This is an optimization exercise on Yosys and OpenROAD, whose aim is small area, not a production implementation.
RTL that was checked went through simulation tests only; none was proved equivalent to the original.
No activity file was given, so power comes from the tool's default toggle rates.

==> exp/ember: inputs <==
==> flow/design.v <==
module regfile_mp_rdbit #(
  parameter int N = 33
) (
  input  logic [N-1:0] sel,
  input  logic [N-1:0] d,
  output logic         q
);
  assign q = |(sel & d);
endmodule
module regfile_mp_wrbit (
  input  logic hold,
  input  logic sel_b,
  input  logic sel_a,
  input  logic q,
  input  logic wd_b,
  input  logic wd_a,
  output logic d
);
  assign d = (hold & q) | (sel_b & wd_b) | (sel_a & wd_a);
endmodule
module regfile_mp #(
  parameter int DW = 32,
  parameter int AW = 5,
  parameter int NR = 3
) (
  input  logic             CLK,
  input  logic             RST_N,
  input  logic             WE_A,
  input  logic [AW-1:0]    WA_A,
  input  logic [DW-1:0]    WD_A,
  input  logic             WE_B,
  input  logic [AW-1:0]    WA_B,
  input  logic [DW-1:0]    WD_B,
  input  logic [NR*AW-1:0] RA,
  output logic [NR*DW-1:0] RD,
  output logic [NR-1:0]    RBUSY,
  input  logic             ISS_EN,
  input  logic [AW-1:0]    ISS_A,
  output logic [AW:0]      NBUSY
);
  localparam int DEPTH = 2**AW;
  logic [DEPTH-1:1][DW-1:0] rf;
  logic [DEPTH-1:0]         valid, busy, busy_nxt;
  logic [DEPTH-1:0]         hit_a, hit_b, hit_iss;
  logic [DEPTH-1:0]         sel_a, sel_b, hold;
  logic [AW:0]              cnt_nxt;
  always_comb begin
    hit_a   = '0;
    hit_b   = '0;
    hit_iss = '0;
    for (int n = 1; n < DEPTH; n++) begin
      hit_a[n]   = WE_A   && (WA_A  == AW'(n));
      hit_b[n]   = WE_B   && (WA_B  == AW'(n));
      hit_iss[n] = ISS_EN && (ISS_A == AW'(n));
    end
    sel_b = hit_b;
    sel_a = hit_a & ~hit_b;
    hold  = ~(hit_a | hit_b);
  end
  always_comb begin
    busy_nxt = '0;
    for (int n = 1; n < DEPTH; n++)
      busy_nxt[n] = hit_iss[n] | (busy[n] & ~(hit_a[n] | hit_b[n]));
  end
  always_comb begin
    cnt_nxt = '0;
    for (int n = 0; n < DEPTH; n++)
      cnt_nxt = cnt_nxt + {{AW{1'b0}}, busy_nxt[n]};
  end
  always_ff @(posedge CLK or negedge RST_N) begin
    if (!RST_N) begin
      valid <= '0;
      busy  <= '0;
      NBUSY <= '0;
    end else begin
      valid <= valid | hit_a | hit_b;
      busy  <= busy_nxt;
      NBUSY <= cnt_nxt;
    end
  end
  logic [DEPTH-1:1][DW-1:0] rf_nxt;
  genvar gn, gb, gi;
  generate
    for (gn = 1; gn < DEPTH; gn++) begin : g_row
      for (gb = 0; gb < DW; gb++) begin : g_bit
        regfile_mp_wrbit u_wr (
          .hold (hold[gn]), .sel_b (sel_b[gn]), .sel_a (sel_a[gn]),
          .q (rf[gn][gb]), .wd_b (WD_B[gb]), .wd_a (WD_A[gb]),
          .d (rf_nxt[gn][gb])
        );
      end
    end
  endgenerate
  always_ff @(posedge CLK) rf <= rf_nxt;
  logic [NR-1:0][DEPTH:0] rsel;
  generate
    for (gi = 0; gi < NR; gi++) begin : g_sel
      logic [AW-1:0] ra;
      logic          ra_nz, hw_a, hw_b;
      assign ra    = RA[gi*AW +: AW];
      assign ra_nz = (ra != '0);
      assign hw_b  = ra_nz && WE_B && (WA_B == ra);
      assign hw_a  = ra_nz && WE_A && (WA_A == ra);
      assign rsel[gi][0] = hw_b;
      assign rsel[gi][1] = hw_a && !hw_b;
      for (gn = 1; gn < DEPTH; gn++) begin : g_n
        assign rsel[gi][gn+1] = (ra == AW'(gn)) && valid[gn] && !hw_a && !hw_b;
      end
      assign RBUSY[gi] = busy[ra] && !(hw_a || hw_b);
    end
  endgenerate
  generate
    for (gi = 0; gi < NR; gi++) begin : g_port
      for (gb = 0; gb < DW; gb++) begin : g_bit
        logic [DEPTH:0] dcol;
        assign dcol[0] = WD_B[gb];
        assign dcol[1] = WD_A[gb];
        for (gn = 1; gn < DEPTH; gn++) begin : g_col
          assign dcol[gn+1] = rf[gn][gb];
        end
        regfile_mp_rdbit #(.N(DEPTH+1)) u_rd (.sel (rsel[gi]), .d (dcol), .q (RD[gi*DW + gb]));
      end
    end
  endgenerate
endmodule
==> flow/run.sh <==
#!/bin/bash
# synth_recipe.tcl (not shown) runs the flow's synth.tcl, then flattens the netlist and writes it again
# the make line also repeats each setting of config.mk as NAME=value (left out here)
make -C /OpenROAD-flow-scripts/flow DESIGN_CONFIG=/design/flow/config.mk WORK_HOME=/design/flow/orfs CLKGATE_MAP_FILE= SYNTH_SCRIPT=/design/flow/synth_recipe.tcl finish
==> flow/config.mk <==
export PLATFORM = sky130hd
export DESIGN_NAME = regfile_mp
export DESIGN_NICKNAME = regfile_mp
export VERILOG_FILES = /design/flow/design.v
export SDC_FILE = /design/flow/constraint.sdc
export NUM_CORES = 4
export LEC_CHECK = 0
export CAP_MARGIN = 0
export CORE_MARGIN = 2
export CORE_UTILIZATION = 70
export CTS_BUF_LIST = sky130_fd_sc_hd__clkbuf_4 sky130_fd_sc_hd__clkbuf_8
export GPL_TIMING_DRIVEN = 0
export SLEW_MARGIN = 0
export SYNTH_HIERARCHICAL = 1
==> flow/constraint.sdc <==
create_clock -name core_clock -period 7.0 [get_ports {CLK}]
set_input_delay 1.4000 -clock core_clock [delete_from_list [all_inputs] [get_ports {CLK}]]
set_output_delay 1.4000 -clock core_clock [all_outputs]
set_load 0.01 [all_outputs]
==> exp/raven: changes against exp/ember <==
==> flow/design.v (replaced) <==
module regfile_mp_rd #(
  parameter int DW    = 32,
  parameter int AW    = 5,
  parameter int DEPTH = 32
) (
  input  logic [AW-1:0]              ra,
  input  logic                       we_a,
  input  logic [AW-1:0]              wa_a,
  input  logic [DW-1:0]              wd_a,
  input  logic                       we_b,
  input  logic [AW-1:0]              wa_b,
  input  logic [DW-1:0]              wd_b,
  input  logic [DEPTH-1:0][DW-1:0]   rf,
  input  logic [DEPTH-1:0]           busy,
  output logic [DW-1:0]              rd,
  output logic                       rbusy
);
  logic hit_a, hit_b;
  assign hit_a = we_a && (wa_a == ra);
  assign hit_b = we_b && (wa_b == ra);
  always_comb begin
    rd    = '0;
    rbusy = 1'b0;
    if (ra != '0) begin
      if (hit_b)      rd = wd_b;
      else if (hit_a) rd = wd_a;
      else            rd = rf[ra];
      rbusy = busy[ra] && !(hit_a || hit_b);
    end
  end
endmodule
module regfile_mp #(
  parameter int DW = 32,
  parameter int AW = 5,
  parameter int NR = 3
) (
  input  logic             CLK,
  input  logic             RST_N,
  input  logic             WE_A,
  input  logic [AW-1:0]    WA_A,
  input  logic [DW-1:0]    WD_A,
  input  logic             WE_B,
  input  logic [AW-1:0]    WA_B,
  input  logic [DW-1:0]    WD_B,
  input  logic [NR*AW-1:0] RA,
  output logic [NR*DW-1:0] RD,
  output logic [NR-1:0]    RBUSY,
  input  logic             ISS_EN,
  input  logic [AW-1:0]    ISS_A,
  output logic [AW:0]      NBUSY
);
  localparam int DEPTH = 2**AW;
  logic [DEPTH-1:0][DW-1:0] rf;
  logic [DEPTH-1:0]         busy, busy_nxt;
  logic [DEPTH-1:0]         hit_a, hit_b, hit_iss;
  logic [AW:0]              cnt_nxt;
  always_comb begin
    hit_a   = '0;
    hit_b   = '0;
    hit_iss = '0;
    for (int n = 1; n < DEPTH; n++) begin
      hit_a[n]   = WE_A   && (WA_A  == AW'(n));
      hit_b[n]   = WE_B   && (WA_B  == AW'(n));
      hit_iss[n] = ISS_EN && (ISS_A == AW'(n));
    end
  end
  always_comb begin
    busy_nxt = '0;
    for (int n = 1; n < DEPTH; n++)
      busy_nxt[n] = hit_iss[n] | (busy[n] & ~(hit_a[n] | hit_b[n]));
  end
  always_comb begin
    cnt_nxt = '0;
    for (int n = 0; n < DEPTH; n++)
      cnt_nxt = cnt_nxt + {{AW{1'b0}}, busy_nxt[n]};
  end
  always_ff @(posedge CLK or negedge RST_N) begin
    if (!RST_N) begin
      rf    <= '0;
      busy  <= '0;
      NBUSY <= '0;
    end else begin
      for (int n = 0; n < DEPTH; n++) begin
        if (hit_b[n])      rf[n] <= WD_B;
        else if (hit_a[n]) rf[n] <= WD_A;
      end
      busy  <= busy_nxt;
      NBUSY <= cnt_nxt;
    end
  end
  genvar i;
  generate
    for (i = 0; i < NR; i++) begin : g_rd
      regfile_mp_rd #(.DW(DW), .AW(AW), .DEPTH(DEPTH)) u_rd (
        .ra    (RA[i*AW +: AW]),
        .we_a  (WE_A),
        .wa_a  (WA_A),
        .wd_a  (WD_A),
        .we_b  (WE_B),
        .wa_b  (WA_B),
        .wd_b  (WD_B),
        .rf    (rf),
        .busy  (busy),
        .rd    (RD[i*DW +: DW]),
        .rbusy (RBUSY[i])
      );
    end
  endgenerate
endmodule
CAP_MARGIN = 20   (was 0)
CORE_UTILIZATION = 40   (was 70)
CTS_BUF_LIST = not set   (was sky130_fd_sc_hd__clkbuf_4 sky130_fd_sc_hd__clkbuf_8)
GPL_TIMING_DRIVEN = not set   (was 0)
SLEW_MARGIN = 20   (was 0)
SYNTH_HIERARCHICAL = not set   (was 1)
==> exp/garnet: changes against exp/ember <==
--- a/flow/design.v
+++ b/flow/design.v
@@ -1,3 +1,10 @@
+module regfile_mp_rd3 (
+  input  logic [2:0] sel,
+  input  logic [2:0] d,
+  output logic       y_n
+);
+  assign y_n = ~|(sel & d);
+endmodule
 module regfile_mp_rdbit #(
   parameter int N = 33
 ) (
@@ -5,7 +12,18 @@
   input  logic [N-1:0] d,
   output logic         q
 );
-  assign q = |(sel & d);
+  localparam int NG = (N + 2) / 3;
+  logic [3*NG-1:0] sel_p, d_p;
+  logic [NG-1:0]   y_n;
+  assign sel_p = {{(3*NG-N){1'b0}}, sel};
+  assign d_p   = {{(3*NG-N){1'b0}}, d};
+  genvar g;
+  generate
+    for (g = 0; g < NG; g++) begin : g_grp
+      regfile_mp_rd3 u_rd3 (.sel (sel_p[3*g +: 3]), .d (d_p[3*g +: 3]), .y_n (y_n[g]));
+    end
+  endgenerate
+  assign q = ~&y_n;
 endmodule
 module regfile_mp_wrbit (
   input  logic hold,
@@ -92,11 +110,15 @@
     end
   endgenerate
   always_ff @(posedge CLK) rf <= rf_nxt;
+  logic [DEPTH-1:1] vh, bh;
+  assign vh = valid[DEPTH-1:1] & hold[DEPTH-1:1];
+  assign bh = busy[DEPTH-1:1]  & hold[DEPTH-1:1];
   logic [NR-1:0][DEPTH:0] rsel;
   generate
     for (gi = 0; gi < NR; gi++) begin : g_sel
-      logic [AW-1:0] ra;
-      logic          ra_nz, hw_a, hw_b;
+      logic [AW-1:0]    ra;
+      logic             ra_nz, hw_a, hw_b;
+      logic [DEPTH-1:1] dec;
       assign ra    = RA[gi*AW +: AW];
       assign ra_nz = (ra != '0);
       assign hw_b  = ra_nz && WE_B && (WA_B == ra);
@@ -104,9 +126,10 @@
       assign rsel[gi][0] = hw_b;
       assign rsel[gi][1] = hw_a && !hw_b;
       for (gn = 1; gn < DEPTH; gn++) begin : g_n
-        assign rsel[gi][gn+1] = (ra == AW'(gn)) && valid[gn] && !hw_a && !hw_b;
+        assign dec[gn] = (ra == AW'(gn));
+        assign rsel[gi][gn+1] = dec[gn] && vh[gn];
       end
-      assign RBUSY[gi] = busy[ra] && !(hw_a || hw_b);
+      assign RBUSY[gi] = |(dec & bh);
     end
   endgenerate
   generate
==> flow/flow/run.sh (new file) <==
#!/bin/bash
# Standard layout (the standard.sh, standard synthesis unchanged), with the port buffers
# made from plain buffers instead of the default delay-cell buffers; every port still gets one.
set -o pipefail
export BUFFER_PORTS_ARGS="-buffer_cell sky130_fd_sc_hd__buf_2"
bash standard.sh > standard.log 2>&1
==> flow/standard.sh (new file) <==
#!/bin/bash
# synth_recipe.tcl (not shown) runs the flow's synth.tcl, then flattens the netlist and writes it again
# the make line also repeats each setting of config.mk as NAME=value (left out here)
make -C /OpenROAD-flow-scripts/flow DESIGN_CONFIG=/design/flow/config.mk WORK_HOME=/design/flow/orfs CLKGATE_MAP_FILE= SYNTH_SCRIPT=/design/flow/synth_recipe.tcl "${@:-finish}"
CORE_UTILIZATION = 55   (was 70)
removed: flow/run.sh
==> run notes <==
- Global placer's final weighted congestion: 1.421
- Placed Area: 0.06199 mm2
- Clk sinks: ~1,100
- Site row count: 102
- Exit stage: global routing (5_1_grt)
- Outcome: aborted with a tool error
- Halt Reason: [ERROR GRT-0116] Global routing finished with congestion. Check the congestion regions in the DRC Viewer.
(the above is from exp/ember)
==> run notes <==
- Placed Area: 0.06465 mm2
- Most frequent cells after synthesis: a222oi_1, inv_1, dfxtp_1
- Exit stage: global routing (5_1_grt)
- Clk sinks: 1,060
- Site row count: 113
- Post-synth EDFFs: 0
- Synth Area in Compound Gates: 0.4102
- IO buf count: 193
- Adder-Cell Fraction of Synth Area: 0.01039
- Biggest area consumer among synthesized cells: a222oi_1
- Initial Utilization: 0.5552
- Halt Reason: [ERROR GRT-0116] Global routing finished with congestion. Check the congestion regions in the DRC Viewer.
- H-tree levels: 4
- Global placer's final weighted congestion: 1.089
- Outcome: aborted with a tool error
(the above is from exp/garnet)
==> run notes <==
- Site row count: between 150 and 200
- Placed Area: 0.08049 mm2
- Largest family of logic cells by synthesized area: multiplexers
- Outcome: complete, no violations
- Multi-input gate count: 5,258
- Seq pwr: 9240 uW
- Clk sinks: roughly 1,000
- Largest register by flop count: rf
- Combinational power: 8780 uW
- Biggest area consumer among synthesized cells: dfrtp_1
- Post-synth top flop: dfrtp_1
- Global placer's final weighted congestion: 0.9562
- Most frequent cell after synthesis: nor2_1
- Sw frac: 0.3439
(the above is from exp/raven)
Function not checked in exp/ember and exp/garnet: the RTL went through the layout flow alone.

port drivers added, routing unchanged:
In the flow no input, the clock included, has a driving cell. The finished layout below was timed again as built, in two steps.
Step 1: set_driving_cell puts a clkbuf_16 on CLK and a buf_2 on each other input, an assumption about the parent block.
Step 2 also shifts input and output timing later by t, the mid clock arrival at the registers, as if the neighbouring blocks saw the same clock.
a / b / c = ideal ports / drivers / drivers and shift; a / b = the first two.
run: exp/raven
shift t [ns]: 0.881
setup slack, ns: 0.197 / 0.173 / -0.341
pins driven straight from the clock port: 1
With both steps, setup timing fails in exp/raven, where it was met with ideal ports. For exp/raven, drivers alone change the setup slack by -0.024 ns; drivers and shift together by -0.538 ns.
